From an optimization exercise on the open Yosys and OpenROAD flow, aimed at a short achievable clock period and few clock cycles; shortcuts taken in it are not production practice.
RTL that was checked went through simulation tests only; none was proved equivalent to the original.
The RTL of runs 1, 2 and 5 was laid out without a check of its function.
Power and IR drop assume default switching activity.

## design/flow/design.v

```verilog
package cache_pkg;
    localparam int ADDR_W = 32;
    localparam int DATA_W = 32;
    typedef enum logic [1:0] {
        SIZE_BYTE = 2'b00,
        SIZE_HALF = 2'b01,
        SIZE_WORD = 2'b10
    } size_t;
    typedef enum logic [2:0] {
        ST_IDLE,
        ST_LOOKUP,
        ST_EVICT,
        ST_WAIT_DRAIN,
        ST_REFILL,
        ST_FINISH
    } ctrl_state_t;
    typedef struct packed {
        logic [ADDR_W-3:0] waddr;
        logic [DATA_W-1:0] data;
    } evict_t;
    function automatic logic [3:0] apply_size(size_t size, logic [1:0] off);
        case (size)
            2'b00:     apply_size = 4'b0001 << off;
            2'b01:     apply_size = off[1] ? 4'b1100 : 4'b0011;
            default:   apply_size = 4'b1111;
        endcase
    endfunction
endpackage
module cell_aoi22 (
    input  logic a,
    input  logic b,
    input  logic c,
    input  logic d,
    output logic y
);
    assign y = ~((a & b) | (c & d));
endmodule
module cell_nand3 (
    input  logic a,
    input  logic b,
    input  logic c,
    output logic y
);
    assign y = ~(a & b & c);
endmodule
module cell_nand2 (
    input  logic a,
    input  logic b,
    output logic y
);
    assign y = ~(a & b);
endmodule
module cell_mux2 (
    input  logic s,
    input  logic a1,
    input  logic a0,
    output logic y
);
    assign y = s ? a1 : a0;
endmodule
module cache_rd_mux (
    input  logic [511:0] words,
    input  logic [3:0]   idx,
    input  logic [1:0]   off,
    output logic [31:0]  y
);
    logic [31:0] w;
    assign w = words[32*idx +: 32];
    assign y = w >> {off, 3'b000};
endmodule
module cache_top (
    input  logic        clk,
    input  logic        rst,
    input  logic        psel,
    input  logic        penable,
    input  logic        pwrite,
    input  logic [31:0] paddr,
    input  logic [31:0] pwdata,
    input  logic [1:0]  psize,
    output logic [31:0] prdata,
    output logic        pready,
    output logic        pslverr,
    output logic        m_psel,
    output logic        m_penable,
    output logic        m_pwrite,
    output logic [31:0] m_paddr,
    output logic [31:0] m_pwdata,
    input  logic [31:0] m_prdata,
    input  logic        m_pready
);
    localparam int NE = 8;    
    logic [15:0] valid;
    logic [15:0] dirty;
    logic [25:0] tag_mem  [16];
    logic [31:0] data_mem [16];
    logic [3:0]  idx;
    logic [25:0] atag;
    logic [1:0]  off;
    logic [3:0]  lanes;
    logic [31:0] wsh;
    assign idx   = paddr[5:2];
    assign atag  = paddr[31:6];
    assign off   = paddr[1:0];
    assign lanes = cache_pkg::apply_size(cache_pkg::size_t'(psize), off);
    assign wsh   = pwdata << {off, 3'b000};
    function automatic logic [31:0] merge(input logic [31:0] old, input logic [31:0] d,
                                          input logic [3:0] m);
        for (int i = 0; i < 4; i++) merge[8*i +: 8] = m[i] ? d[8*i +: 8] : old[8*i +: 8];
    endfunction
    logic [15:0] dec;
    logic [15:0] eq;
    logic        hit;
    logic        vdirty;
    logic [31:0] line;
    logic [25:0] vtag;
    always_comb begin
        for (int i = 0; i < 16; i++) begin
            dec[i] = (idx == 4'(i));
            eq[i]  = valid[i] && (tag_mem[i] == atag);
        end
    end
    assign hit    = |(dec & eq);
    assign vdirty = |(dec & valid & dirty);
    assign line   = data_mem[idx];
    logic [511:0] words;
    logic [31:0]  hit_rdata;
    for (genvar i = 0; i < 16; i++) begin : g_words
        assign words[32*i +: 32] = data_mem[i];
    end
    cache_rd_mux u_rd (.words(words), .idx(idx), .off(off), .y(hit_rdata));
    assign vtag   = tag_mem[idx];
    logic c_hit;       
    logic c_miss;      
    logic c_wait;      
    logic c_fwd;       
    logic c_chk;       
    logic pv;          
    logic [31:0] rdata_q;
    logic [31:0] fwd_word;
    logic        st_pend;   
    logic        po_pend;   
    logic [15:0] ln_q;      
    logic [15:0] pf_dec;    
    logic [25:0] st_tag;
    logic [31:0] st_word;
    logic        pf_v;
    logic        pf_req;    
    logic        pf_fwd;
    logic [31:0] pf_word;
    logic [3:0]  pf_idx;
    logic [3:0]  pf_mask;
    logic [29:0] pf_addr;
    logic try;
    logic [29:0] e_addr [NE];
    logic [31:0] e_data [NE];
    logic [$clog2(NE+1)-1:0] e_cnt;
    logic        pop;
    logic        push;
    logic        b_busy;     
    logic        b_acc;      
    logic        b_wr;
    logic        b_pf;       
    logic [29:0] b_raddr;    
    logic [29:0] b_waddr;    
    logic        s_wb;       
    logic        s_rd;       
    logic        b_free;
    logic        q_cpuacc;   
    logic        q_pfacc;    
    logic        q_wracc;    
    logic        nx_cpuacc;
    logic        nx_pfacc;
    logic        nx_wracc;
    logic        pf_done;
    logic        cpu_done;
    logic        rd_req;     
    assign b_free   = !b_busy || (b_acc && m_pready);
    assign pf_done  = q_pfacc && m_pready;
    assign cpu_done = q_cpuacc && m_pready;
    assign pop      = q_wracc && m_pready;
    assign nx_pfacc = b_busy && !b_free && !b_wr && b_pf;
    assign nx_wracc = b_busy && !b_free && b_wr;
    logic [$clog2(NE+1)-1:0] cnt_after_pop;
    logic room;
    assign cnt_after_pop = e_cnt - pop;
    assign room          = (cnt_after_pop != NE);
    logic pf_free;      
    assign pf_free = !pf_v || pf_done;
    assign try   = (psel && !penable && !c_hit && !c_miss && !c_wait) || c_wait;
    logic        fmatch;
    logic [31:0] fdata;
    assign push = pv && room;
    localparam int NC = 15;
    logic [NC-1:0] nc [2];
    logic [NC-1:0] nc_sel;
    for (genvar H = 0; H < 2; H++) begin : g_dec
        logic h;
        logic blk, lk, lh, lm, po, rm, rdp, wrd, wok, pfw, spf, srd, swb;
        assign h   = 1'(H);
        assign blk = pf_v && ((idx == pf_idx) || (pwrite && !h && !pf_done));
        assign lk  = try && !blk;
        assign lh  = lk && h;
        assign lm  = lk && !h;
        assign po  = lm && pwrite && (!vdirty || room);
        assign rm  = lm && !po;
        assign rdp = rm || rd_req;
        assign wrd = rdp && !(rm && vdirty && !room) && !(pv && !room) && !(pf_v && !pf_done);
        assign wok = (cnt_after_pop != 0) && (lh || !psel || pv || (cnt_after_pop >= NE - 1));
        assign pfw = po || pf_req;
        assign spf = b_free && pfw;
        assign srd = b_free && !pfw && wrd;
        assign swb = b_free && !pfw && !wrd && wok;
        assign nc[H] = {
            try && blk,                                    
            lh || po,                                      
            lh && pwrite,                                  
            po,                                            
            rm,                                            
            rm ? 1'b1 : (cpu_done ? 1'b0 : c_miss),        
            rm ? fmatch : c_fwd,                           
            (lm && vdirty) ? 1'b1 : (push ? 1'b0 : pv),    
            po ? 1'b1 : (pf_done ? 1'b0 : pf_v),           
            po ? fmatch : pf_fwd,                          
            pfw && !spf,                                   
            rdp && !srd,                                   
            b_free ? (spf || srd || swb) : b_busy,         
            b_free ? swb : b_wr,                           
            b_free ? spf : b_pf                            
        };
    end
    for (genvar i = 0; i < NC; i++) begin : g_nc
        cell_mux2 u_m (.s(hit), .a1(nc[1][i]), .a0(nc[0][i]), .y(nc_sel[i]));
    end
    cell_mux2 u_swb (.s(hit), .a1(g_dec[1].swb), .a0(g_dec[0].swb), .y(s_wb));
    cell_mux2 u_srd (.s(hit), .a1(g_dec[1].spf || g_dec[1].srd), .a0(g_dec[0].spf || g_dec[0].srd),
                     .y(s_rd));
    logic [3:0] q_mem;       
    logic       nx_fwd;
    logic       nx_rq;
    logic [31:0] rdata_nx;
    logic [31:0] rzn;         
    always_comb begin
        fmatch = 1'b0;
        fdata  = e_data[0];
        for (int i = 0; i < NE; i++) begin
            if (i < e_cnt && e_addr[i] == paddr[31:2]) begin
                fmatch = 1'b1;
                fdata  = e_data[i];
            end
        end
    end
    logic [31:0] fill_base;
    logic [31:0] fill_word;
    assign fill_base = c_fwd ? fwd_word : m_prdata;
    assign fill_word = pwrite ? merge(fill_base, wsh, lanes) : fill_base;
    logic [31:0] pf_base;
    assign pf_base = pf_fwd ? pf_word : m_prdata;
    always_ff @(posedge clk) begin
        if (rst) begin
            valid   <= '0;
            dirty   <= '0;
            c_hit   <= 1'b0;
            c_miss  <= 1'b0;
            c_wait  <= 1'b0;
            c_chk   <= 1'b0;
            c_fwd   <= 1'b0;
            pv      <= 1'b0;
            st_pend <= 1'b0;
            po_pend <= 1'b0;
            pf_v    <= 1'b0;
            pf_req  <= 1'b0;
            pf_fwd  <= 1'b0;
            rd_req  <= 1'b0;
            e_cnt   <= '0;
            b_busy  <= 1'b0;
            b_acc   <= 1'b0;
            b_wr    <= 1'b0;
            b_pf    <= 1'b0;
        end else begin
            {c_wait, c_hit, st_pend, po_pend, c_chk, c_miss, c_fwd, pv, pf_v, pf_fwd,
             pf_req, rd_req, b_busy, b_wr, b_pf} <= nc_sel;
            for (int i = 0; i < 16; i++) begin
                if (ln_q[i] && (st_pend || po_pend)) begin
                    valid[i] <= 1'b1;
                    dirty[i] <= 1'b1;
                end else if (ln_q[i] && cpu_done) begin
                    valid[i] <= 1'b1;
                    dirty[i] <= pwrite;
                end
            end
            e_cnt <= cnt_after_pop + push;
            b_acc <= !b_free;
        end
    end
    always_ff @(posedge clk) begin
        rdata_q <= rdata_nx;
        rzn     <= nx_rq ? ~rdata_nx : '1;
        for (int i = 0; i < 16; i++) ln_q[i] <= (idx == 4'(i));
        st_tag  <= atag;
        st_word <= merge(line, wsh, lanes);
        if (try) fwd_word <= fdata;
        if (try && pf_free) begin
            pf_word <= fdata;
            for (int i = 0; i < 16; i++) pf_dec[i] <= (idx == 4'(i));
            pf_idx  <= idx;
            pf_mask <= lanes;
            pf_addr <= paddr[31:2];
        end
        for (int i = 0; i < 16; i++) begin
            if (ln_q[i] && (st_pend || po_pend)) data_mem[i] <= st_word;
            else if (ln_q[i] && cpu_done)        data_mem[i] <= fill_word;
            else if (pf_dec[i] && pf_done)       data_mem[i] <= merge(pf_base, data_mem[i], pf_mask);
            if (ln_q[i] && po_pend)       tag_mem[i] <= st_tag;
            else if (ln_q[i] && cpu_done) tag_mem[i] <= atag;
        end
        if (pop) begin
            for (int i = 0; i < NE - 1; i++) begin
                e_addr[i] <= e_addr[i+1];
                e_data[i] <= e_data[i+1];
            end
        end
        if (push) begin
            e_addr[cnt_after_pop] <= {vtag, idx};
            e_data[cnt_after_pop] <= line;
        end
        if (b_free) begin
            b_raddr <= s_rd ? (pf_req ? pf_addr : paddr[31:2]) : '0;
            b_waddr <= s_wb ? (pop ? e_addr[1] : e_addr[0]) : '0;
        end
    end
    assign nx_cpuacc = b_busy && !b_free && !b_wr && !b_pf;
    assign nx_fwd    = c_fwd;
    assign nx_rq     = !(nx_cpuacc && !nx_fwd);
    always_comb begin
        rdata_nx = rdata_q;
        if (try)            rdata_nx = hit_rdata;
        if (c_chk && c_fwd) rdata_nx = fwd_word >> {off, 3'b000};
    end
    always_ff @(posedge clk) begin
        if (rst) begin
            q_cpuacc <= 1'b0;
            q_pfacc  <= 1'b0;
            q_wracc  <= 1'b0;
            q_mem    <= '0;
        end else begin
            q_cpuacc <= nx_cpuacc;
            q_pfacc  <= nx_pfacc;
            q_wracc  <= nx_wracc;
            for (int k = 0; k < 4; k++) q_mem[k] <= nx_cpuacc && !nx_fwd && (off == 2'(k));
        end
    end
    logic [31:0] pr_n1;
    logic [15:0] pr_n2;
    for (genvar j = 0; j < 32; j++) begin : g_pr
        if (j < 24) begin : g_lo
            cell_aoi22 u_n1 (.a(q_mem[0]), .b(m_prdata[j]), .c(q_mem[1]), .d(m_prdata[j+8]),
                             .y(pr_n1[j]));
        end else begin : g_hi
            cell_nand2 u_n1 (.a(q_mem[0]), .b(m_prdata[j]), .y(pr_n1[j]));
        end
        if (j < 8) begin : g_b0
            cell_aoi22 u_n2 (.a(q_mem[2]), .b(m_prdata[j+16]), .c(q_mem[3]), .d(m_prdata[j+24]),
                             .y(pr_n2[j]));
            cell_nand3 u_o (.a(pr_n1[j]), .b(pr_n2[j]), .c(rzn[j]), .y(prdata[j]));
        end else if (j < 16) begin : g_b1
            cell_nand2 u_n2 (.a(q_mem[2]), .b(m_prdata[j+16]), .y(pr_n2[j]));
            cell_nand3 u_o (.a(pr_n1[j]), .b(pr_n2[j]), .c(rzn[j]), .y(prdata[j]));
        end else begin : g_b23
            cell_nand2 u_o (.a(pr_n1[j]), .b(rzn[j]), .y(prdata[j]));
        end
    end
    assign pready  = c_hit || (q_cpuacc && m_pready);
    assign pslverr = 1'b0;
    assign m_psel    = b_busy;
    assign m_penable = b_acc;
    assign m_pwrite  = b_wr;
    assign m_paddr   = {b_raddr | b_waddr, 2'b00};
    assign m_pwdata  = e_data[0];
endmodule
```

## design/flow/flow/run.sh

```bash
#!/bin/bash
set -euo pipefail
export BUFFER_PORTS_ARGS="-buffer_cell sky130_fd_sc_hd__buf_6"
bash standard.sh > standard_flow.log 2>&1
```

## design/flow/standard.sh

```bash
#!/bin/bash
# synth_recipe.tcl (not shown) runs the flow's synth.tcl, then flattens the netlist and writes it again
# the make line also repeats each setting of config.mk as NAME=value (left out here)
make -C /OpenROAD-flow-scripts/flow DESIGN_CONFIG=/design/flow/config.mk WORK_HOME=/design/flow/orfs CLKGATE_MAP_FILE= SYNTH_SCRIPT=/design/flow/synth_recipe.tcl "${@:-finish}"
```

## design/flow/config.mk

```make
export PLATFORM = sky130hd
export DESIGN_NAME = cache_top
export DESIGN_NICKNAME = cache_top
export VERILOG_FILES = /design/flow/design.v
export SDC_FILE = /design/flow/constraint.sdc
export NUM_CORES = 4
export LEC_CHECK = 0
export ABC_CLOCK_PERIOD_IN_PS = 2500
export CAP_MARGIN = 20
export CORE_MARGIN = 2
export CORE_UTILIZATION = 55
export SETUP_SLACK_MARGIN = 3.1
export SLEW_MARGIN = 20
export SYNTH_HIERARCHICAL = 1
export SYNTH_MINIMUM_KEEP_SIZE = 0
export TNS_END_PERCENT = 10
```

## design/flow/constraint.sdc

```tcl
create_clock -name core_clock -period 5.8 [get_ports {clk}]
set_input_delay 1.1600 -clock core_clock [delete_from_list [all_inputs] [get_ports {clk}]]
set_output_delay 1.1600 -clock core_clock [all_outputs]
set_load 0.01 [all_outputs]
```

==> impl_metrics.yaml, run 1 <==
synth:
  synth_top_area_cell: "edfxtp_1"
  syn_inst: 8022
  ys_warn_count: 13
  syn_area_per_cell_sq_um: 11.8
  synth_most_common_cell: "edfxtp_1"
  synth_top_flop_cell: "edfxtp_1"
  yosys_register_bits: 1795
  synth_cell_type_count: 83
  async_flop_share: 0
  yosysSeqAreaShare: 0.545
  synth_area_sq_um: 94800
  synthTopCellsByCount: "1568 x edfxtp_1, 1191 x nand2_1, 813 x a22oi_1, 605 x mux2_2, 502 x clkbuf_1"
  synth_top_cell_area_share: 0.497
  synth.area.top_cells: "edfxtp_1 50%, mux2_2 7.2%, a22oi_1 6.4%"
  synth_edf_count: 1568
sta:
  fmax_mhz: 309
  skew_ns: 0.0272
  period_share: 0.558
  worstMarginPinSlew_ns: 1.27
  final-setup-viol-count: 0
  setup_ws_ns: 2.56
  slew_viol_final: 0
  rsz0062_at_grt: "yes"
  tns_ns: 0
  period_needed_ns: 3.24
  hold_viol: 0
  relSlewSlack: 0.151
placement:
  port_buffers: 201
  dp_cells: 10000
  dp_hpwl_microns: 265000
  gp_congestion: 1.04
  place_ws_ns: 0.657
clock_network:
  clk_latency_ns: 0.90
  root_buffer: "clkbuf_16"
  cts.sinks: 1795
  ctsHoldBuffers: 0
  cts_buffers: 194
  htreeDepth: 4
  cts_tree: "built"
  clkTransAtPathRegs_ns: 0.07
  cts_buffer_depth: 3
pwr:
  seqPwrFrac: 0.465
  p_clk_frac: 0.401
  pwr_density_cell_nw_per_um2: 278
  leakagePower_nw: 41.2
  power_mw: 31.4
  p_sw_frac: 0.272
  p_int_mw: 22.8
  p_sw_mw: 8.54
  comb_power_share: 0.134
  max-vdd-ir-drop_mv: 0.304
min_path:
  min_path_type: "reg -> reg"
  hold_depth: 1
worst_setup_path:
  reg2reg_depth: 10
  crit_path_end_kind: "flop"
  cp.arrival_ns: 3.86
  cp_max_fo: 43
  worstSetupStartpointType: "input port"
  critPathRequiredTime_ns: 6.43
  crit_type: "in -> reg"
final_layout:
  final_nets: 8269
  finalNonFillerCells: 10600
  area_growth_pct: 18.8
  fill_cells: 13000
  layout-drive-gt1-share: 0.274
  fin_util: 0.657
route:
  wire_per_inst_microns: 42.7
  ant_nets: 0
  vias: 79900
  via_per_inst: 7.50
  routed_wl_microns: 455000
  drt_iter0_drc: 16600
  drtPass1Iterations: 9
  remaining_drc_errors: 0
die:
  ios: 205
  row_count: 152
  start_util: 0.553
  die_area_sq_um: 176000
  die_y_microns: 419
  fp.dieW_microns: 419
  fp.coreArea_sq_um: 171000
grt:
  grt_max_degree: 79
  grt_util_all_layers: 0.499
  antenna_found_initial: 18
  grt_pass1_vias: 73900
  grt_pass1_wl_microns: 604000
  grt.overflow.total: 0
run:
  maxCapViolations: 0
run_status:
  outcome: "no timing/DRC/antenna violations"
==> power groups by stage <==
stage	Clock [mW]	Combinational, mW	Sequential (mW)
floorplan	0	1.89	14.7
global placement	0	3.36	14.8
detailed placement	0	3.39	14.8
CTS	12.5	3.75	14.6
global route	13.0	4.19	14.6
finish	12.6	4.19	14.6
==> logic make-up after synthesis <==
| logic type | Yosys count | synth area share |
|---|---|---|
| xor gates and xnor gates | 659 | 0.0609 |
| buffers and inverters | 888 | 0.0420 |
| and+or+nand+nor | 2069 | 0.101 |
| other | 1 | 0.0000396 |
| adders and majority gates | 3 | 0.000396 |
| DFF | 1795 | 0.545 |
| muxes | 965 | 0.121 |
| AOI/OAI and AO/OA | 1642 | 0.130 |
==> layout make-up <==
| type | count | area [sq um] | area share |
|---|---|---|---|
| clock inverters | 104 | 1020 | 0.00909 |
| repair buffers | 754 | 9130 | 0.0810 |
| flip-flops and latches | 1795 | 51700 | 0.459 |
| well taps | 2310 | 2890 | 0.0257 |
| diodes | 14 | 35.0 | 0.000311 |
| multi-input cells | 5360 | 42500 | 0.377 |
| clock buffers | 252 | 5190 | 0.0461 |
| inverters | 57 | 220 | 0.00196 |
==> through the flow <==
step / area (sq um) / hold slack (ns)
finish: 113000 / 0.498
detailed placement: 99400 / 0.482
global placement: 99400 / 0.478
global route: 113000 / 0.500
floorplan: 95500 / 0.450
CTS: 111000 / 0.493
==> sequential cells by signal, indices dropped and copies added (netlist names), 4 cells and up <==
| register | flops |
|---|---|
| data_mem | 512 |
| tag_mem | 416 |
| e_data | 256 |
| e_addr | 240 |
| fwd_word | 32 |
| pf_word | 32 |
| rdata_q | 32 |
| rzn | 32 |
| st_word | 32 |
| b_raddr | 30 |
| b_waddr | 30 |
| pf_addr | 30 |
| st_tag | 26 |
| dirty | 16 |
| ln_q | 16 |
| pf_dec | 16 |
| valid | 16 |
| e_cnt | 4 |
| pf_mask | 4 |
| q_mem | 4 |
==> per-module statistics from Yosys, one instance, submodules excluded <==
module,flip-flops and latches,area [sq um]
cache_rd_mux,0,4900
cache_top,1795,89000
cell_aoi22,0,12.5
cell_mux2,0,15.0
cell_nand2,0,3.75
cell_nand3,0,5.00
==> path summary, 6_finish.rpt <==
kind	from	endpoint	slack, ns
setup reg to reg	tag_mem[0][14]	b_waddr[16]	2.57
setup / recovery	paddr[22]	b_waddr[16]	2.56
hold reg to reg	b_pf	q_cpuacc	0.50
hold / removal	b_pf	q_cpuacc	0.50
==> per-layer routing <==
metal,vias to the layer above,GRT usage,part of all wire
li1,30600,-,-
met1,39300,0.650,0.35
met2,8129,0.675,0.40
met3,1883,0.234,0.18
met4,16,0.294,0.076
met5,-,0,0.0012
==> repair_timing <==
item,in CTS,in global routing
pin swaps,138,75
setup buffers,114,73
endpoints found under the hold margin,0,0
gates cloned,56,16
resized for setup,479,178
endpoints found under the setup margin,2302,1690
==> worst max-delay path, cell delays in order <==
cell and delay, ns:
buf_12 0.25, xor2_2 0.16, nor4_1 0.43, buf_4 0.24, nand3_1 0.08, nor3_1 0.20
nand3_1 0.18, nand4_1 0.15, or4_4 0.15, buf_12 0.18, mux2_4 0.35, buf_12 0.16
nor2b_1 0.12
==> layout by cell type (no fill, tap or decap), drive strengths merged, types with 7 or more instances in the layout <==
cell     count
nor4       132
edfxtp    1568
dfxtp      227
nand4b      31
a21oi      199
mux2i      263
nand4      137
and2        12
o22a        61
mux2       633
o31ai        9
a2111oi     39
xor2       467
a22oi      845
bufinv      15
o221a        7
a22o        95
mux4        74
buf        712
or2         38
nor3        54
clkinv      80
a211oi      39
and3        16
clkbuf     267
nand2     1192
nor2b      118
nand2b      17
nand3      118
diode       14
o211ai      46
o21ai      109
o22ai       62
xnor2      192
nor2       171
bufbuf      27
inv         63
nor4b        8
a221oi     103
a31oi       11
==> run 2: changes to the inputs <==
--- a/design/flow/design.v
+++ b/design/flow/design.v
@@ -162,8 +162,6 @@
     logic        b_pf;       
     logic [29:0] b_raddr;    
     logic [29:0] b_waddr;    
-    logic        s_wb;       
-    logic        s_rd;       
     logic        b_free;
     logic        q_cpuacc;   
     logic        q_pfacc;    
@@ -231,9 +229,23 @@
     for (genvar i = 0; i < NC; i++) begin : g_nc
         cell_mux2 u_m (.s(hit), .a1(nc[1][i]), .a0(nc[0][i]), .y(nc_sel[i]));
     end
-    cell_mux2 u_swb (.s(hit), .a1(g_dec[1].swb), .a0(g_dec[0].swb), .y(s_wb));
-    cell_mux2 u_srd (.s(hit), .a1(g_dec[1].spf || g_dec[1].srd), .a0(g_dec[0].spf || g_dec[0].srd),
-                     .y(s_rd));
+    logic [29:0] rcand;
+    logic [29:0] wcand;
+    logic [29:0] nx_raddr [2];
+    logic [29:0] nx_waddr [2];
+    logic [29:0] raddr_sel;
+    logic [29:0] waddr_sel;
+    assign rcand = pf_req ? pf_addr : paddr[31:2];
+    assign wcand = pop ? e_addr[1] : e_addr[0];
+    for (genvar H = 0; H < 2; H++) begin : g_nxa
+        assign nx_raddr[H] = !b_free ? b_raddr :
+                             (g_dec[H].spf || g_dec[H].srd) ? rcand : '0;
+        assign nx_waddr[H] = !b_free ? b_waddr : g_dec[H].swb ? wcand : '0;
+    end
+    for (genvar i = 0; i < 30; i++) begin : g_na
+        cell_mux2 u_r (.s(hit), .a1(nx_raddr[1][i]), .a0(nx_raddr[0][i]), .y(raddr_sel[i]));
+        cell_mux2 u_w (.s(hit), .a1(nx_waddr[1][i]), .a0(nx_waddr[0][i]), .y(waddr_sel[i]));
+    end
     logic [3:0] q_mem;       
     logic       nx_fwd;
     logic       nx_rq;
@@ -323,10 +335,8 @@
             e_addr[cnt_after_pop] <= {vtag, idx};
             e_data[cnt_after_pop] <= line;
         end
-        if (b_free) begin
-            b_raddr <= s_rd ? (pf_req ? pf_addr : paddr[31:2]) : '0;
-            b_waddr <= s_wb ? (pop ? e_addr[1] : e_addr[0]) : '0;
-        end
+        b_raddr <= raddr_sel;
+        b_waddr <= waddr_sel;
     end
     assign nx_cpuacc = b_busy && !b_free && !b_wr && !b_pf;
     assign nx_fwd    = c_fwd;
==> impl_metrics.yaml, run 2 <==
final_layout:
  layout_common_cells: "1508 x edfxtp_1, 1353 x nand2_1, 825 x a22oi_1"
  layout-drive-gt1-share: 0.254
  largest_reg_flops: 512
  final_nets: 8515
  regMostFlops: "data_mem"
  largestRegisters: "data_mem (512), tag_mem (416), e_data (256)"
  fill_cells: 13100
  finalNonFillerCells: 10900
  layout_commonest_cell: "edfxtp_1"
  area_growth_pct: 18.2
clock_network:
  htreeDepth: 4
  cts_buffers: 195
  cts_buffer_depth: 3
  clkTransAtPathRegs_ns: 0.06
  clk_latency_ns: 0.90
  cts.sinks: 1795
  root_buffer: "clkbuf_16"
  cts_tree: "built"
worst_setup_path:
  critPathSlowestCell: "o22a_1"
  worstReg2RegStart: "e_addr[5][18]"
  crit_path_end_kind: "flop"
  worstSetupStartpointType: "input port"
  crit_type: "in -> reg"
  path_common_cell: "buf_4"
  cp_max_fo: 31
  critical-path-max-stage-delay_ns: 0.78
  path_cells: "buf_16 > buf_4 > nor4bb_4 > buf_4 > a22oi_1 > nand3_1 > o22a_1 > mux2_2"
  cp-startpoint: "paddr[2]"
  critPathRequiredTime_ns: 6.54
  cp.arrival_ns: 4.02
die:
  fp.coreArea_sq_um: 172000
  row_count: 152
  fp.dieW_microns: 421
  die_area_sq_um: 177000
  die_y_microns: 421
  ios: 205
  start_util: 0.555
pwr:
  p_int_mw: 22.8
  seqPwrFrac: 0.461
  p_clk_frac: 0.406
  leakagePower_nw: 42.0
  p_sw_frac: 0.273
  comb_power_share: 0.134
  max-vdd-ir-drop_mv: 0.281
  pwr_density_cell_nw_per_um2: 279
  p_sw_mw: 8.58
grt:
  grt_pass1_vias: 76800
  grt.overflow.total: 0
  grt_util_all_layers: 0.504
  antenna_found_initial: 18
  grt_pass1_wl_microns: 617000
  grt_max_degree: 66
route:
  ant_nets: 0
  remaining_drc_errors: 0
  wire_per_inst_microns: 42.0
  vias: 82300
  via_per_inst: 7.56
  drtPass1Iterations: 8
  drt_iter0_drc: 16100
  routed_wl_microns: 458000
min_path:
  min_from: "rdata_q[11]"
  min_path_type: "reg -> reg"
placement:
  gp_congestion: 1.10
  dp_cells: 10300
  port_buffers: 201
  dp_hpwl_microns: 269000
synth:
  synth_top_area_cell: "edfxtp_1"
  syn_area_per_cell_sq_um: 11.5
  synthTopCellsByCount: "1508 x edfxtp_1, 1385 x nand2_1, 825 x a22oi_1, 664 x clkbuf_1, 576 x mux2_2"
  synth_most_common_cell: "edfxtp_1"
  synth_top_flop_cell: "edfxtp_1"
  synth.area.top_cells: "edfxtp_1 47%, mux2_2 6.8%, a22oi_1 6.5%"
  yosysSeqAreaShare: 0.535
  synth_cell_type_count: 86
  synth_area_sq_um: 95400
  synth_edf_count: 1508
  async_flop_share: 0
  yosys_register_bits: 1795
  synth_top_cell_area_share: 0.475
  syn_inst: 8294
  ys_warn_count: 17
sta:
  hold_viol: 0
  tns_ns: 0
  final-setup-viol-count: 0
  slew_viol_final: 0
  skew_ns: 0.0400
  period_needed_ns: 3.27
  rsz0062_at_grt: "yes"
  relSlewSlack: 0.153
  fmax_mhz: 305
  worstMarginPinSlew_ns: 1.27
  period_share: 0.565
run:
  maxCapViolations: 0
run_status:
  outcome: "no timing/DRC/antenna violations"
## run 2: metal layers
| layer | part of all wire | global-route usage |
|---|---|---|
| met4 | 0.073 | 0.284 |
| met5 | 0.00029 | 0 |
| met1 | 0.35 | 0.659 |
| met2 | 0.40 | 0.680 |
| met3 | 0.18 | 0.241 |
## run 2: power groups by stage
stage	Clock (mW)	Sequential (mW)	Combinational, mW
final	12.7	14.5	4.20
after detailed placement	0	14.7	3.52
after CTS	12.7	14.5	3.91
after global routing	13.2	14.5	4.21
after global placement	0	14.7	3.48
after floorplan	0	14.6	1.98
## run 2: through the flow
stage | utilization | power (mW) | hold WS (ns) | setup WS [ns] | instance area (sq um)
after floorplan | - | 16.6 | 0.455 | 1.69 | 96000
after global routing | 0.656 | 31.9 | 0.504 | 2.63 | 113000
after global placement | 0.584 | 18.2 | 0.477 | 1.03 | 100000
final | 0.656 | 31.4 | 0.494 | 2.53 | 113000
after detailed placement | 0.585 | 18.2 | 0.479 | 0.972 | 101000
after CTS | 0.654 | 31.0 | 0.491 | 2.66 | 112000
## run 2: per-module statistics from Yosys, one instance, submodules excluded
module	cells	cell area, sq um	flip-flops and latches
cell_mux2	1	15.0	0
cell_nand2	1	3.75	0
cell_nand3	1	5.00	0
cache_rd_mux	482	4900	0
cell_aoi22	1	12.5	0
cache_top	7657	88800	1795
## run 2: logic make-up (layout without fill, tap and decap cells)
group,count (synthesis),count (layout),share of synthesized area
AND/OR/NAND/NOR,2196,2205,0.104
flip-flops,1795,1795,0.535
AO/OA/AOI/OAI,1788,1788,0.137
multiplexers,989,989,0.125
buffers and inverters,857,1122,0.0375
XOR/XNOR,665,665,0.0612
adder cells (fa/ha/maj),3,3,0.000393
other,1,16,0.0000393
## run 2: cell type report
class                   count  area [sq um]  area share
well taps                2310          2890      0.0256
multi-input cells        5656         43300       0.384
clock inverters            99           983     0.00872
inverters                  24           111    0.000987
diodes                     10          25.0    0.000222
repair buffers            736          9060      0.0803
flip-flops and latches   1795         51100       0.453
clock buffers             263          5380      0.0477
## run 2: timing repair
item,4_1_cts,5_1_grt
gates resized for setup,499,44
pin swaps,93,8
endpoints found under the hold margin,0,0
setup buffers,129,4
gates cloned,65,4
setup endpoints to repair,2228,1821
hold buffers,0,0
## run 2: worst max-delay path, delay by kind of cell
| family | cells | cell delay (ns) |
|---|---|---|
| mux | 1 | 0.32 |
| compound gates | 2 | 0.98 |
| simple gates | 2 | 0.50 |
| buf+inv | 3 | 1.00 |
## run 2: final timing paths
kind / slack [ns] / depth (start not counted) / to
setup reg to reg: 2.66 / 8 / pf_word[4]
hold / removal: 0.49 / 2 / rdata_q[11]
setup / recovery: 2.53 / 8 / e_addr[3][20]
hold reg to reg: 0.49 / 2 / rdata_q[11]
==> run 3: changes to the inputs <==
--- a/design/flow/design.v
+++ b/design/flow/design.v
@@ -58,6 +58,17 @@
 );
     assign y = s ? a1 : a0;
 endmodule
+module cell_dff (
+    input  logic clk,
+    input  logic rst,
+    input  logic d,
+    output logic q
+);
+    always_ff @(posedge clk) begin
+        if (rst) q <= 1'b0;
+        else     q <= d;
+    end
+endmodule
 module cache_rd_mux (
     input  logic [511:0] words,
     input  logic [3:0]   idx,
@@ -142,6 +153,10 @@
     logic [15:0] ln_q;      
     logic [15:0] pf_dec;    
     logic [25:0] st_tag;
+    logic [29:0] pa_q;      
+    logic [29:0] vic_addr;  
+    logic [31:0] vic_data;
+    logic        pf_chk;    
     logic [31:0] st_word;
     logic        pf_v;
     logic        pf_req;    
@@ -164,6 +179,7 @@
     logic [29:0] b_waddr;    
     logic        b_free;
     logic        q_cpuacc;   
+    logic        q_prdy;     
     logic        q_pfacc;    
     logic        q_wracc;    
     logic        nx_cpuacc;
@@ -208,17 +224,17 @@
         assign spf = b_free && pfw;
         assign srd = b_free && !pfw && wrd;
         assign swb = b_free && !pfw && !wrd && wok;
-        assign nc[H] = {
+        assign nc[H] = rst ? '0 : {
             try && blk,                                    
-            lh || po,                                      
+            lh || po || (c_fwd && cpu_done && !q_prdy),    
             lh && pwrite,                                  
             po,                                            
             rm,                                            
             rm ? 1'b1 : (cpu_done ? 1'b0 : c_miss),        
-            rm ? fmatch : c_fwd,                           
+            rm ? 1'b0 : (c_chk ? fmatch : c_fwd),          
             (lm && vdirty) ? 1'b1 : (push ? 1'b0 : pv),    
             po ? 1'b1 : (pf_done ? 1'b0 : pf_v),           
-            po ? fmatch : pf_fwd,                          
+            po ? 1'b0 : (pf_chk ? fmatch : pf_fwd),        
             pfw && !spf,                                   
             rdp && !srd,                                   
             b_free ? (spf || srd || swb) : b_busy,         
@@ -229,22 +245,9 @@
     for (genvar i = 0; i < NC; i++) begin : g_nc
         cell_mux2 u_m (.s(hit), .a1(nc[1][i]), .a0(nc[0][i]), .y(nc_sel[i]));
     end
-    logic [29:0] rcand;
-    logic [29:0] wcand;
-    logic [29:0] nx_raddr [2];
-    logic [29:0] nx_waddr [2];
-    logic [29:0] raddr_sel;
-    logic [29:0] waddr_sel;
-    assign rcand = pf_req ? pf_addr : paddr[31:2];
-    assign wcand = pop ? e_addr[1] : e_addr[0];
-    for (genvar H = 0; H < 2; H++) begin : g_nxa
-        assign nx_raddr[H] = !b_free ? b_raddr :
-                             (g_dec[H].spf || g_dec[H].srd) ? rcand : '0;
-        assign nx_waddr[H] = !b_free ? b_waddr : g_dec[H].swb ? wcand : '0;
-    end
-    for (genvar i = 0; i < 30; i++) begin : g_na
-        cell_mux2 u_r (.s(hit), .a1(nx_raddr[1][i]), .a0(nx_raddr[0][i]), .y(raddr_sel[i]));
-        cell_mux2 u_w (.s(hit), .a1(nx_waddr[1][i]), .a0(nx_waddr[0][i]), .y(waddr_sel[i]));
+    logic [3:0] wsel;
+    for (genvar k = 0; k < 4; k++) begin : g_wsel
+        cell_dff u_q (.clk(clk), .rst(rst), .d(nc_sel[1]), .q(wsel[k]));
     end
     logic [3:0] q_mem;       
     logic       nx_fwd;
@@ -255,7 +258,7 @@
         fmatch = 1'b0;
         fdata  = e_data[0];
         for (int i = 0; i < NE; i++) begin
-            if (i < e_cnt && e_addr[i] == paddr[31:2]) begin
+            if (i < e_cnt && e_addr[i] == pa_q) begin
                 fmatch = 1'b1;
                 fdata  = e_data[i];
             end
@@ -271,26 +274,10 @@
         if (rst) begin
             valid   <= '0;
             dirty   <= '0;
-            c_hit   <= 1'b0;
-            c_miss  <= 1'b0;
-            c_wait  <= 1'b0;
-            c_chk   <= 1'b0;
-            c_fwd   <= 1'b0;
-            pv      <= 1'b0;
-            st_pend <= 1'b0;
-            po_pend <= 1'b0;
-            pf_v    <= 1'b0;
-            pf_req  <= 1'b0;
-            pf_fwd  <= 1'b0;
-            rd_req  <= 1'b0;
+            pf_chk  <= 1'b0;
             e_cnt   <= '0;
-            b_busy  <= 1'b0;
             b_acc   <= 1'b0;
-            b_wr    <= 1'b0;
-            b_pf    <= 1'b0;
         end else begin
-            {c_wait, c_hit, st_pend, po_pend, c_chk, c_miss, c_fwd, pv, pf_v, pf_fwd,
-             pf_req, rd_req, b_busy, b_wr, b_pf} <= nc_sel;
             for (int i = 0; i < 16; i++) begin
                 if (ln_q[i] && (st_pend || po_pend)) begin
                     valid[i] <= 1'b1;
@@ -300,19 +287,27 @@
                     dirty[i] <= pwrite;
                 end
             end
+            pf_chk <= nc_sel[11];    
             e_cnt <= cnt_after_pop + push;
             b_acc <= !b_free;
         end
     end
     always_ff @(posedge clk) begin
+        {c_wait, c_hit, st_pend, po_pend, c_chk, c_miss, c_fwd, pv, pf_v, pf_fwd,
+         pf_req, rd_req, b_busy, b_wr, b_pf} <= nc_sel;
+    end
+    always_ff @(posedge clk) begin
         rdata_q <= rdata_nx;
         rzn     <= nx_rq ? ~rdata_nx : '1;
         for (int i = 0; i < 16; i++) ln_q[i] <= (idx == 4'(i));
         st_tag  <= atag;
         st_word <= merge(line, wsh, lanes);
-        if (try) fwd_word <= fdata;
+        pa_q    <= paddr[31:2];
+        vic_addr <= {vtag, idx};
+        vic_data <= line;
+        if (c_chk) fwd_word <= fdata;
+        if (pf_chk) pf_word <= fdata;
         if (try && pf_free) begin
-            pf_word <= fdata;
             for (int i = 0; i < 16; i++) pf_dec[i] <= (idx == 4'(i));
             pf_idx  <= idx;
             pf_mask <= lanes;
@@ -323,7 +318,7 @@
             else if (ln_q[i] && cpu_done)        data_mem[i] <= fill_word;
             else if (pf_dec[i] && pf_done)       data_mem[i] <= merge(pf_base, data_mem[i], pf_mask);
             if (ln_q[i] && po_pend)       tag_mem[i] <= st_tag;
-            else if (ln_q[i] && cpu_done) tag_mem[i] <= atag;
+            else if (ln_q[i] && cpu_done) tag_mem[i] <= st_tag;
         end
         if (pop) begin
             for (int i = 0; i < NE - 1; i++) begin
@@ -332,28 +327,32 @@
             end
         end
         if (push) begin
-            e_addr[cnt_after_pop] <= {vtag, idx};
-            e_data[cnt_after_pop] <= line;
+            e_addr[cnt_after_pop] <= vic_addr;
+            e_data[cnt_after_pop] <= vic_data;
+        end
+        if (b_free) begin
+            b_raddr <= pf_req ? pf_addr : paddr[31:2];
+            b_waddr <= pop ? e_addr[1] : e_addr[0];
         end
-        b_raddr <= raddr_sel;
-        b_waddr <= waddr_sel;
     end
     assign nx_cpuacc = b_busy && !b_free && !b_wr && !b_pf;
-    assign nx_fwd    = c_fwd;
+    assign nx_fwd    = c_chk ? fmatch : c_fwd;
     assign nx_rq     = !(nx_cpuacc && !nx_fwd);
     always_comb begin
         rdata_nx = rdata_q;
-        if (try)            rdata_nx = hit_rdata;
-        if (c_chk && c_fwd) rdata_nx = fwd_word >> {off, 3'b000};
+        if (c_fwd) rdata_nx = fwd_word >> {off, 3'b000};
+        if (try)   rdata_nx = hit_rdata;
     end
     always_ff @(posedge clk) begin
         if (rst) begin
             q_cpuacc <= 1'b0;
+            q_prdy   <= 1'b0;
             q_pfacc  <= 1'b0;
             q_wracc  <= 1'b0;
             q_mem    <= '0;
         end else begin
             q_cpuacc <= nx_cpuacc;
+            q_prdy   <= nx_cpuacc && !(c_chk && fmatch);
             q_pfacc  <= nx_pfacc;
             q_wracc  <= nx_wracc;
             for (int k = 0; k < 4; k++) q_mem[k] <= nx_cpuacc && !nx_fwd && (off == 2'(k));
@@ -379,11 +378,14 @@
             cell_nand2 u_o (.a(pr_n1[j]), .b(rzn[j]), .y(prdata[j]));
         end
     end
-    assign pready  = c_hit || (q_cpuacc && m_pready);
+    assign pready  = c_hit || (q_prdy && m_pready);
     assign pslverr = 1'b0;
     assign m_psel    = b_busy;
     assign m_penable = b_acc;
     assign m_pwrite  = b_wr;
-    assign m_paddr   = {b_raddr | b_waddr, 2'b00};
+    for (genvar i = 0; i < 30; i++) begin : g_ma
+        assign m_paddr[i+2] = wsel[i/8] ? b_waddr[i] : b_raddr[i];
+    end
+    assign m_paddr[1:0] = 2'b00;
     assign m_pwdata  = e_data[0];
 endmodule
--- a/design/flow/config.mk
+++ b/design/flow/config.mk
@@ -9,8 +9,8 @@
 export CAP_MARGIN = 20
 export CORE_MARGIN = 2
 export CORE_UTILIZATION = 55
-export SETUP_SLACK_MARGIN = 3.1
+export SETUP_SLACK_MARGIN = 2.85
 export SLEW_MARGIN = 20
 export SYNTH_HIERARCHICAL = 1
 export SYNTH_MINIMUM_KEEP_SIZE = 0
-export TNS_END_PERCENT = 10
+export TNS_END_PERCENT = 100
==> impl_metrics.yaml, run 3 <==
run_status:
  outcome: "no timing/DRC/antenna violations"
route:
  drtPass1Iterations: 12
  ant_nets: 0
  drt_iter0_drc: 12400
  vias: 70000
  via_per_inst: 7.49
  routed_wl_microns: 390000
  remaining_drc_errors: 0
  wire_per_inst_microns: 41.7
worst_setup_path:
  cp_max_fo: 7
  cp.arrival_ns: 1.99
  critical-path-max-stage-delay_ns: 0.36
  worstSetupStartpointType: "flop"
  cpLargestDelayFamily: "buffers and inverters"
  crit_buf_inv: 3
  critPathSlowestCell: "dfxtp_4"
  critPathRequiredTime_ns: 4.64
  path_cells: "buf_12 > buf_12 > a22oi_2 > nand3_2 > buf_6"
  crit_type: "reg -> out"
  path_common_cell: "buf_12"
  crit_path_end_kind: "primary output"
clock_network:
  cts_tree: "built"
  root_buffer: "clkbuf_16"
  htreeDepth: 4
  ctsHoldBuffers: 0
  clkTransAtPathRegs_ns: 0.06
  cts.sinks: 1863
  cts_buffers: 198
  clk_latency_ns: 0.88
  cts_buffer_depth: 3
die:
  fp.dieW_microns: 409
  die_area_sq_um: 168000
  row_count: 148
  start_util: 0.555
  die_y_microns: 409
  fp.coreArea_sq_um: 163000
  ios: 205
sta:
  slew_viol_final: 0
  worstMarginPinSlew_ns: 1.24
  hold_viol: 0
  skew_ns: 0.0413
  final-setup-viol-count: 0
  period_share: 0.543
  tns_ns: 0
  period_needed_ns: 3.15
  fmax_mhz: 317
  relSlewSlack: 0.166
  rsz0062_at_grt: "yes"
synth:
  synth_area_sq_um: 90400
  synth_most_common_cell: "edfxtp_1"
  syn_inst: 6861
  synth_top_area_cell: "edfxtp_1"
  ys_warn_count: 14
  synthTopCellsByCount: "1568 x edfxtp_1, 846 x a22oi_1, 582 x mux2_2, 488 x clkbuf_1, 450 x xor2_1"
  async_flop_share: 0
  synth_cell_type_count: 80
  synth_edf_count: 1568
  synth_top_flop_cell: "edfxtp_1"
  yosysSeqAreaShare: 0.586
  synth_top_cell_area_share: 0.521
  syn_area_per_cell_sq_um: 13.2
  synth.area.top_cells: "edfxtp_1 52%, mux2_2 7.3%, a22oi_1 7.0%"
  yosys_register_bits: 1863
pwr:
  p_int_mw: 23.1
  power_mw: 31.2
  p_sw_mw: 8.10
  p_sw_frac: 0.260
  max-vdd-ir-drop_mv: 0.346
  pwr_density_cell_nw_per_um2: 296
  comb_power_share: 0.107
  leakagePower_nw: 36.3
  seqPwrFrac: 0.493
  p_clk_frac: 0.400
final_layout:
  layout_common_cells: "1568 x edfxtp_1, 845 x a22oi_1, 552 x mux2_2"
  final_nets: 7110
  regMostFlops: "data_mem"
  layout_commonest_cell: "edfxtp_1"
  design_area_sq_um: 105000
  layout-drive-gt1-share: 0.266
  fin_util: 0.646
  largest_reg_flops: 512
  fill_cells: 12400
  largestRegisters: "data_mem (512), tag_mem (416), e_data (256)"
  area_growth_pct: 16.4
  finalNonFillerCells: 9352
grt:
  antenna_found_initial: 12
  grt.overflow.total: 0
  grt_util_all_layers: 0.454
  grt_pass1_vias: 66800
  grt_max_degree: 65
  grt_pass1_wl_microns: 532000
min_path:
  min_path_type: "reg -> reg"
placement:
  port_buffers: 201
  placed_area_sq_um: 95300
  dp_hpwl_microns: 244000
  gp_congestion: 1.01
  dp_cells: 8878
run:
  maxCapViolations: 0
-- run 3: cell types whose count changed after synthesis, moves of 31 or more --
cell / before / now
a311oi_1: 1 / 35
a21o_1: 61 / 7
and2_1: 10 / 71
edfxtp_1: 1508 / 1568
clkbuf_1: 664 / 488
a221o_1: 31 / 0
mux2i_1: 260 / 190
mux2_4: 75 / 15
o21ai_0: 104 / 143
or2_2: 37 / 5
a211oi_1: 89 / 35
nor3b_1: 2 / 33
nand2_1: 1385 / 306
a21oi_1: 234 / 175
-- run 3: per-module statistics from Yosys, one instance, submodules excluded --
module,flip-flops and latches,area (sq um)
cache_rd_mux,0,4900
cache_top,1859,84500
cell_aoi22,0,12.5
cell_dff,1,33.8
cell_mux2,0,15.0
cell_nand2,0,3.75
cell_nand3,0,5.00
-- run 3: worst min-delay path, cell delays in order (launching register included) --
cell and delay (ns):
dfxtp_1 0.32, inv_1 0.08, nor4_1 0.05
-- run 3: area by class of cell --
class | instances | area, sq um | share of cell area
flip-flops and latches | 1863 | 53100 | 0.505
multi-input cells | 4362 | 37000 | 0.352
repair buffers | 551 | 5960 | 0.0567
clock buffers | 280 | 5580 | 0.0531
well taps | 2175 | 2720 | 0.0259
clock inverters | 87 | 639 | 0.00608
inverters | 27 | 113 | 0.00107
diodes | 7 | 17.5 | 0.000166
-- run 3: layer usage --
metal,vias to the layer above,GRT usage,wire length [microns]
met4,14,0.289,31600
met5,-,0,87
li1,27200,-,-
met2,6280,0.658,165000
met1,35000,0.595,139000
met3,1532,0.138,54700
-- run 3: logic make-up (layout without fill, tap and decap cells) --
kind of cell	Yosys count	after routing	synth area share
DFF	1863	1863	0.586
adders and majority gates	3	3	0.000415
and+or+nand+nor	1157	1170	0.0670
xor gates and xnor gates	666	666	0.0645
other	1	13	0.0000415
muxes	865	865	0.115
AOI/OAI and AO/OA	1651	1652	0.136
buffers and inverters	655	945	0.0310
-- run 3: worst paths after layout --
path | from | endpoint | slack [ns] | depth (start not counted)
worst max-delay path | q_mem[0] | prdata[14] | 2.65 | 5
worst max register to register | pa_q[27] | fwd_word[20] | 2.65 | 11
worst min register to register | b_pf | q_pfacc | 0.50 | 2
worst min-delay path | b_pf | q_pfacc | 0.50 | 2
-- run 3: stage by stage --
step	hold WS [ns]	setup WS [ns]
2_1_floorplan	0.403	1.28
3_3_place_gp	0.470	1.28
3_5_place_dp	0.479	1.25
4_1_cts	0.495	2.66
5_1_grt	0.508	2.59
6_report	0.496	2.65
-- run 3: power by group through the flow --
| stage | clock [mW] | sequential (mW) | combinational [mW] |
|---|---|---|---|
| finish | 12.5 | 15.4 | 3.34 |
| global route | 12.9 | 15.4 | 3.39 |
| CTS | 12.5 | 15.3 | 3.13 |
| detailed placement | 0 | 15.6 | 3.01 |
| global placement | 0 | 15.6 | 2.98 |
| floorplan | 0 | 15.4 | 1.63 |
-- run 3: timing repair --
action / in CTS / in global routing
buffers inserted: 46 / 26
cloned: 21 / 7
pin swaps: 113 / 61
endpoints found under the setup margin: 1703 / 662
gates resized for setup: 406 / 125
Testbench counts of run 3, summed over its fixed seeds: cycles 15,856.
==> run 4: changes to the inputs <==
--- a/design/flow/config.mk
+++ b/design/flow/config.mk
@@ -9,8 +9,8 @@
 export CAP_MARGIN = 20
 export CORE_MARGIN = 2
 export CORE_UTILIZATION = 55
-export SETUP_SLACK_MARGIN = 2.85
+export SETUP_SLACK_MARGIN = 3.1
 export SLEW_MARGIN = 20
 export SYNTH_HIERARCHICAL = 1
 export SYNTH_MINIMUM_KEEP_SIZE = 0
-export TNS_END_PERCENT = 100
+export TNS_END_PERCENT = 10
==> impl_metrics.yaml, run 4 <==
die:
  ios: 205
  fp.dieW_microns: 409
  row_count: 148
  start_util: 0.555
  die_y_microns: 409
  fp.coreArea_sq_um: 163000
  die_area_sq_um: 168000
route:
  drt_iter0_drc: 12600
  remaining_drc_errors: 0
  wire_per_inst_microns: 41.8
  via_per_inst: 7.47
  vias: 70000
  routed_wl_microns: 392000
  drtPass1Iterations: 8
  ant_nets: 0
pwr:
  max-vdd-ir-drop_mv: 0.342
  pwr_density_cell_nw_per_um2: 295
  leakagePower_nw: 36.4
synth:
  synth_top_area_cell: "edfxtp_1"
  synthTopCellsByCount: "1568 x edfxtp_1, 846 x a22oi_1, 582 x mux2_2, 488 x clkbuf_1, 450 x xor2_1"
  synth_cell_type_count: 80
  syn_area_per_cell_sq_um: 13.2
  synth_area_sq_um: 90400
  synth_edf_count: 1568
  ys_warn_count: 14
  yosysSeqAreaShare: 0.586
  synth_top_cell_area_share: 0.521
  synth.area.top_cells: "edfxtp_1 52%, mux2_2 7.3%, a22oi_1 7.0%"
  yosys_register_bits: 1863
  syn_inst: 6861
  async_flop_share: 0
  synth_top_flop_cell: "edfxtp_1"
  synth_most_common_cell: "edfxtp_1"
clock_network:
  cts.sinks: 1863
  ctsHoldBuffers: 0
  clkTransAtPathRegs_ns: 0.06
  root_buffer: "clkbuf_16"
  cts_buffer_depth: 3
  clk_latency_ns: 0.88
  htreeDepth: 4
  cts_tree: "built"
  cts_buffers: 198
final_layout:
  design_area_sq_um: 106000
  largestRegisters: "data_mem (512), tag_mem (416), e_data (256)"
  layout_common_cells: "1568 x edfxtp_1, 845 x a22oi_1, 579 x mux2_2"
  layout-drive-gt1-share: 0.273
  final_nets: 7125
  area_growth_pct: 17.0
  largest_reg_flops: 512
  regMostFlops: "data_mem"
  layout_commonest_cell: "edfxtp_1"
grt:
  grt.overflow.total: 0
  antenna_found_initial: 12
  grt_util_all_layers: 0.456
  grt_pass1_vias: 67200
  grt_max_degree: 65
  grt_pass1_wl_microns: 534000
worst_setup_path:
  path_common_cell: "buf_12"
  critPathRequiredTime_ns: 4.64
  cp_max_fo: 7
  critPathSlowestCell: "dfxtp_4"
  cp.arrival_ns: 2.01
  reg2reg_depth: 10
  worstSetupStartpointType: "flop"
  crit_type: "reg -> out"
  path_cells: "buf_12 > buf_12 > a22oi_2 > nand3_2 > buf_6"
  crit_path_end_kind: "primary output"
  critical-path-max-stage-delay_ns: 0.35
placement:
  dp_hpwl_microns: 244000
  placed_area_sq_um: 95300
  gp_congestion: 1.01
  port_buffers: 201
run_status:
  outcome: "no timing/DRC/antenna violations"
sta:
  slew_viol_final: 0
  tns_ns: 0
  skew_ns: 0.0407
  rsz0062_at_grt: "yes"
  period_needed_ns: 3.17
  final-setup-viol-count: 0
  hold_viol: 0
  period_share: 0.546
  worstMarginPinSlew_ns: 1.16
  relSlewSlack: 0.227
  fmax_mhz: 316
min_path:
  min_path_type: "reg -> reg"
  hold_depth: 2
run:
  maxCapViolations: 0
==> run 4: cell counts after synthesis <==
No cell type changed its count.
==> run 4: worst paths after layout <==
path | startpoint | to | slack [ns]
max | q_mem[0] | prdata[3] | 2.63
min | b_pf | q_pfacc | 0.49
min reg2reg | b_pf | q_pfacc | 0.49
max reg2reg | pa_q[10] | pf_word[20] | 2.65
==> run 4: critical path, delay by kind of cell (launching register included) <==
kind	cells	cell delay, ns
buffers and inverters	3	0.46
DFF	1	0.35
AOI/OAI and AO/OA	1	0.17
and+or+nand+nor	1	0.16
==> run 4: timing repair <==
action | 4_1_cts | 5_1_grt
setup buffers | 69 | 15
resized for setup | 504 | 92
gates cloned | 27 | 4
pin swaps | 137 | 17
setup endpoints to repair | 2202 | 1587
endpoints found under the hold margin | 0 | 0
==> run 4: metal layers <==
metal	vias up	GRT usage	wire [microns]
li1	27200	-	-
met1	34800	0.597	139000
met2	6514	0.661	166000
met3	1447	0.134	55100
met4	10	0.294	31800
met5	-	0.000287	56
==> run 4: power breakdown <==
group	switching, mW	total (mW)	internal (mW)
combinational	2.21	3.40	1.19
clock	5.49	12.5	6.99
sequential	0.427	15.3	14.9
total	8.13	31.2	23.1
==> run 4: cell type report <==
type	instances	area (sq um)
antenna	12	30.0
clock buffer	280	5580
clock inverter	87	639
fill	12300	57200
inverter	27	115
multi-input combinational	4360	37200
sequential	1863	53100
tap	2175	2720
timing repair buffer	568	6320
==> run 4: per-stage QoR <==
stage | setup WS, ns | power, mW | hold WS, ns | cells | utilization
final | 2.63 | 31.2 | 0.495 | 9372 | 0.649
after global routing | 2.61 | 31.7 | 0.500 | 9360 | 0.649
after CTS | 2.66 | 31.0 | 0.486 | 9341 | 0.645
after detailed placement | 1.25 | 18.6 | 0.479 | 8878 | 0.585
after global placement | 1.28 | 18.6 | 0.470 | 8877 | 0.585
after floorplan | 1.28 | 17.0 | 0.403 | 6866 | -
==> run 4: cell families (layout without fill, tap and decap cells) <==
logic type / Yosys count / after routing / share of synthesized area
AO/OA/AOI/OAI: 1651 / 1652 / 0.136
XOR/XNOR: 666 / 666 / 0.0645
adder cells (fa/ha/maj): 3 / 3 / 0.000415
buffers and inverters: 655 / 962 / 0.0310
flip-flops: 1863 / 1863 / 0.586
multiplexers: 865 / 865 / 0.115
other: 1 / 18 / 0.0000415
AND/OR/NAND/NOR: 1157 / 1168 / 0.0670
==> run 4: per-module statistics from Yosys (local to each module, per instance) <==
module / area, sq um / flops+latches / cells inside
cell_dff: 33.8 / 1 / 2
cell_nand3: 5.00 / 0 / 1
cell_aoi22: 12.5 / 0 / 1
cell_nand2: 3.75 / 0 / 1
cell_mux2: 15.0 / 0 / 1
cache_rd_mux: 4900 / 0 / 482
cache_top: 84500 / 1859 / 6276
==> run 5: changes to the inputs <==
--- a/design/flow/design.v
+++ b/design/flow/design.v
@@ -99,7 +99,7 @@
     input  logic [31:0] m_prdata,
     input  logic        m_pready
 );
-    localparam int NE = 8;    
+    localparam int NE = 4;    
     logic [15:0] valid;
     logic [15:0] dirty;
     logic [25:0] tag_mem  [16];
@@ -249,7 +249,6 @@
     for (genvar k = 0; k < 4; k++) begin : g_wsel
         cell_dff u_q (.clk(clk), .rst(rst), .d(nc_sel[1]), .q(wsel[k]));
     end
-    logic [3:0] q_mem;       
     logic       nx_fwd;
     logic       nx_rq;
     logic [31:0] rdata_nx;
@@ -349,30 +348,39 @@
             q_prdy   <= 1'b0;
             q_pfacc  <= 1'b0;
             q_wracc  <= 1'b0;
-            q_mem    <= '0;
         end else begin
             q_cpuacc <= nx_cpuacc;
             q_prdy   <= nx_cpuacc && !(c_chk && fmatch);
             q_pfacc  <= nx_pfacc;
             q_wracc  <= nx_wracc;
-            for (int k = 0; k < 4; k++) q_mem[k] <= nx_cpuacc && !nx_fwd && (off == 2'(k));
+        end
+    end
+    logic [3:0] qm [4];
+    for (genvar b = 0; b < 4; b++) begin : g_qlane
+        for (genvar k = 0; k < 4; k++) begin : g_qk
+            if (k <= 3 - b) begin : g_q
+                cell_dff u_q (.clk(clk), .rst(rst), .d(nx_cpuacc && !nx_fwd && (off == 2'(k))),
+                              .q(qm[b][k]));
+            end else begin : g_z
+                assign qm[b][k] = 1'b0;
+            end
         end
     end
     logic [31:0] pr_n1;
     logic [15:0] pr_n2;
     for (genvar j = 0; j < 32; j++) begin : g_pr
         if (j < 24) begin : g_lo
-            cell_aoi22 u_n1 (.a(q_mem[0]), .b(m_prdata[j]), .c(q_mem[1]), .d(m_prdata[j+8]),
+            cell_aoi22 u_n1 (.a(qm[j/8][0]), .b(m_prdata[j]), .c(qm[j/8][1]), .d(m_prdata[j+8]),
                              .y(pr_n1[j]));
         end else begin : g_hi
-            cell_nand2 u_n1 (.a(q_mem[0]), .b(m_prdata[j]), .y(pr_n1[j]));
+            cell_nand2 u_n1 (.a(qm[j/8][0]), .b(m_prdata[j]), .y(pr_n1[j]));
         end
         if (j < 8) begin : g_b0
-            cell_aoi22 u_n2 (.a(q_mem[2]), .b(m_prdata[j+16]), .c(q_mem[3]), .d(m_prdata[j+24]),
+            cell_aoi22 u_n2 (.a(qm[j/8][2]), .b(m_prdata[j+16]), .c(qm[j/8][3]), .d(m_prdata[j+24]),
                              .y(pr_n2[j]));
             cell_nand3 u_o (.a(pr_n1[j]), .b(pr_n2[j]), .c(rzn[j]), .y(prdata[j]));
         end else if (j < 16) begin : g_b1
-            cell_nand2 u_n2 (.a(q_mem[2]), .b(m_prdata[j+16]), .y(pr_n2[j]));
+            cell_nand2 u_n2 (.a(qm[j/8][2]), .b(m_prdata[j+16]), .y(pr_n2[j]));
             cell_nand3 u_o (.a(pr_n1[j]), .b(pr_n2[j]), .c(rzn[j]), .y(prdata[j]));
         end else begin : g_b23
             cell_nand2 u_o (.a(pr_n1[j]), .b(rzn[j]), .y(prdata[j]));
--- a/design/flow/config.mk
+++ b/design/flow/config.mk
@@ -9,8 +9,8 @@
 export CAP_MARGIN = 20
 export CORE_MARGIN = 2
 export CORE_UTILIZATION = 55
-export SETUP_SLACK_MARGIN = 3.1
+export SETUP_SLACK_MARGIN = 2.85
 export SLEW_MARGIN = 20
 export SYNTH_HIERARCHICAL = 1
 export SYNTH_MINIMUM_KEEP_SIZE = 0
-export TNS_END_PERCENT = 10
+export TNS_END_PERCENT = 100
==> impl_metrics.yaml, run 5 <==
run_status:
  outcome: "no timing/DRC/antenna violations"
final_layout:
  largest_reg_flops: 512
  largestRegisters: "data_mem (512), tag_mem (416), e_data (128)"
  finalNonFillerCells: 8551
  seqCellArea_sq_um: 45800
  layout-drive-gt1-share: 0.231
  regMostFlops: "data_mem"
  fill_cells: 11200
  final_nets: 6572
  layout_commonest_cell: "edfxtp_1"
  multi_input_comb_area_sq_um: 34000
  layout_common_cells: "1320 x edfxtp_1, 544 x nor2_1, 384 x a221o_1"
  area_growth_pct: 15.7
synth:
  yosys_register_bits: 1620
  synth_top_cell_area_share: 0.491
  synth_top_flop_cell: "edfxtp_1"
  synth_cell_type_count: 89
  synth_edf_count: 1320
  synth.area.top_cells: "edfxtp_1 49%, dfxtp_1 7.4%, a221o_1 4.8%"
  yosysSeqAreaShare: 0.565
  synth_top_area_cell: "edfxtp_1"
  ys_warn_count: 16
  synth_most_common_cell: "edfxtp_1"
  syn_area_per_cell_sq_um: 12.5
  synthTopCellsByCount: "1320 x edfxtp_1, 559 x nor2_1, 431 x clkbuf_1, 384 x a221o_1, 357 x xor2_1"
  async_flop_share: 0
  syn_inst: 6447
  synth_area_sq_um: 80800
route:
  remaining_drc_errors: 0
  vias: 67100
  top_layer_used: "met5"
  dr_wl_met2_microns: 162000
  routed-wl-met3_microns: 60900
  drt_iter0_drc: 13100
  ant_nets: 0
  routed_wl_microns: 394000
  wire_per_inst_microns: 46.1
  via_per_inst: 7.85
  wl_met1_microns: 126000
  drtPass1Iterations: 12
placement:
  dp_cells: 8118
  port_buffers: 201
  dp_hpwl_microns: 243000
  gp_congestion: 1.07
sta:
  worstMarginPinSlew_ns: 1.36
  final-setup-viol-count: 0
  period_share: 0.553
  skew_ns: 0.0336
  relSlewSlack: 0.0954
  slew_viol_final: 0
  hold_viol: 0
  fmax_mhz: 312
  rsz0062_at_grt: "yes"
  tns_ns: 0
  period_needed_ns: 3.21
grt:
  grt_max_degree: 78
  grt_util_all_layers: 0.508
  grt.overflow.total: 0
  grt_pass1_vias: 62500
  antenna_found_initial: 22
  grt_pass1_wl_microns: 521000
worst_setup_path:
  critPathRequiredTime_ns: 6.48
  cp_max_fo: 19
  cp.arrival_ns: 3.89
  crit_path_end_kind: "flop"
  crit_type: "in -> reg"
  worstSetupStartpointType: "input port"
min_path:
  min_path_type: "reg -> reg"
die:
  die_area_sq_um: 150000
  fp.coreArea_sq_um: 146000
  start_util: 0.554
  die_y_microns: 387
  fp.dieW_microns: 387
  row_count: 140
  ios: 205
clock_network:
  cts_buffers: 172
  cts_buffer_depth: 3
  cts_tree: "built"
  ctsHoldBuffers: 0
  htreeDepth: 4
  root_buffer: "clkbuf_16"
  cts.sinks: 1620
  clk_latency_ns: 0.84
  clkTransAtPathRegs_ns: 0.06
pwr:
  pwr_density_cell_nw_per_um2: 305
  max-vdd-ir-drop_mv: 0.282
  power_mw: 28.5
  leakagePower_nw: 32.8
run:
  maxCapViolations: 0
-- run 5: cell count changes after synthesis, moves of 48 or more --
cell / delta
a221o_1: +384
o21ai_0: -99
a21o_1: +67
o221ai_1: +120
a21oi_1: -63
clkbuf_1: -57
xor2_1: -93
nor3_1: -48
inv_1: +55
nor2_1: +416
a22oi_1: -518
mux2_2: -244
edfxtp_1: -248
-- run 5: final timing paths --
| path | startpoint | slack, ns | end | cells after the start |
|---|---|---|---|---|
| hold / removal | vic_data[8] | 0.50 | e_data[3][8] | 0 |
| hold reg to reg | vic_data[8] | 0.50 | e_data[3][8] | 0 |
| setup / recovery | paddr[8] | 2.59 | g_wsel[1].u_q.q | 9 |
| setup reg to reg | tag_mem[13][2] | 2.65 | g_wsel[1].u_q.q | 8 |
-- run 5: report_power, final --
part,switching [mW],internal [mW],total [mW]
clock network,4.96,6.66,11.6
logic,2.15,1.18,3.33
registers,0.570,13.0,13.5
-- run 5: critical path, stage by stage --
cell and delay, ns:
buf_8 0.16, xnor2_1 0.60, nand4_1 0.27, nor3_4 0.47, nand4_1 0.27, nand4_1 0.17, or4_4 0.27, mux2_4 0.36
nor2b_4 0.13
-- run 5: per-layer routing --
| metal | vias up | GRT usage |
|---|---|---|
| met5 | - | 0.00510 |
| met4 | 20 | 0.442 |
| met3 | 2097 | 0.209 |
| met2 | 7197 | 0.718 |
| met1 | 32600 | 0.595 |
| li1 | 25200 | - |
-- run 5: per-module statistics from Yosys (local to each module, per instance) --
module / cell area, sq um / cells inside / flops+latches / times used
cell_nand2: 3.75 / 1 / 0 / 32
cell_aoi22: 12.5 / 1 / 0 / 32
cache_top: 74600 / 5842 / 1606 / 1
cell_nand3: 5.00 / 1 / 0 / 16
cache_rd_mux: 4900 / 482 / 0 / 1
cell_dff: 33.8 / 2 / 1 / 14
cell_mux2: 15.0 / 1 / 0 / 15
-- run 5: logic make-up after synthesis --
kind of cell | synth area share
DFF | 0.565
AOI/OAI and AO/OA | 0.153
and+or+nand+nor | 0.0838
buffers and inverters | 0.0390
muxes | 0.0999
xor gates and xnor gates | 0.0588
adders and majority gates | 0.000620
other | 0.0000464
-- run 5: timing repair --
| action | CTS | global route |
|---|---|---|
| setup buffers | 48 | 23 |
| gates cloned | 15 | 3 |
| setup endpoints to repair | 1388 | 750 |
| pin swaps | 51 | 21 |
| gates resized for setup | 212 | 94 |
-- run 5: layout make-up --
cell class | count | share of cell area
diodes | 21 | 0.000563
clock buffers | 239 | 0.0522
clock inverters | 84 | 0.0104
inverters | 81 | 0.00331
multi-input cells | 4109 | 0.364
flip-flops and latches | 1620 | 0.490
well taps | 1917 | 0.0257
repair buffers | 480 | 0.0539
-- run 5: stage by stage --
step                      worst slack [ns]  area [sq um]  utilization  hold slack, ns
final                                 2.59         93400        0.641           0.496
after global routing                  2.78         93400        0.641           0.511
after CTS                             2.78         92600        0.636           0.494
after detailed placement              1.35         85200        0.585           0.481
after global placement                1.40         85200        0.584           0.465
after floorplan                       2.45         81900            -           0.403

## re-timing with driven ports
How much do the figures lean on ideal ports? The routed layouts below were timed once more, with nothing changed but the port constraints.
Step 1 assumes that a clkbuf_16 drives the clock port and a buf_2 every other input.
Step 2 moves the port delays by t, midway between the first and last clock arrival at a register: inputs arrive t later, outputs are due t later. That takes back most of the time a late clock gives input paths.
Three values: no drivers, after step 1, after step 2; two values: the first two.
run | t (ns) | setup slack, ns | clock arrival spread, ns | slew at the worst register clock pin (ns)
run 1 | 0.970 | 2.564 / 2.174 / 1.203 | 0.029 / 0.029 | 0.07 / 0.07
run 2 | 0.964 | 2.526 / 2.292 / 1.327 | 0.043 / 0.043 | 0.07 / 0.07
run 3 | 0.956 | 2.650 / 2.556 / 1.703 | 0.044 / 0.044 | 0.07 / 0.07
run 4 | 0.944 | 2.634 / 2.549 / 1.630 | 0.045 / 0.046 | 0.07 / 0.07
run 5 | 0.915 | 2.590 / 2.479 / 1.564 | 0.034 / 0.034 | 0.07 / 0.07
After both steps every run listed still meets setup and hold. The setup slack of run 1, which loses most, moves by -0.390 ns with the drivers and by -1.361 ns with both steps.
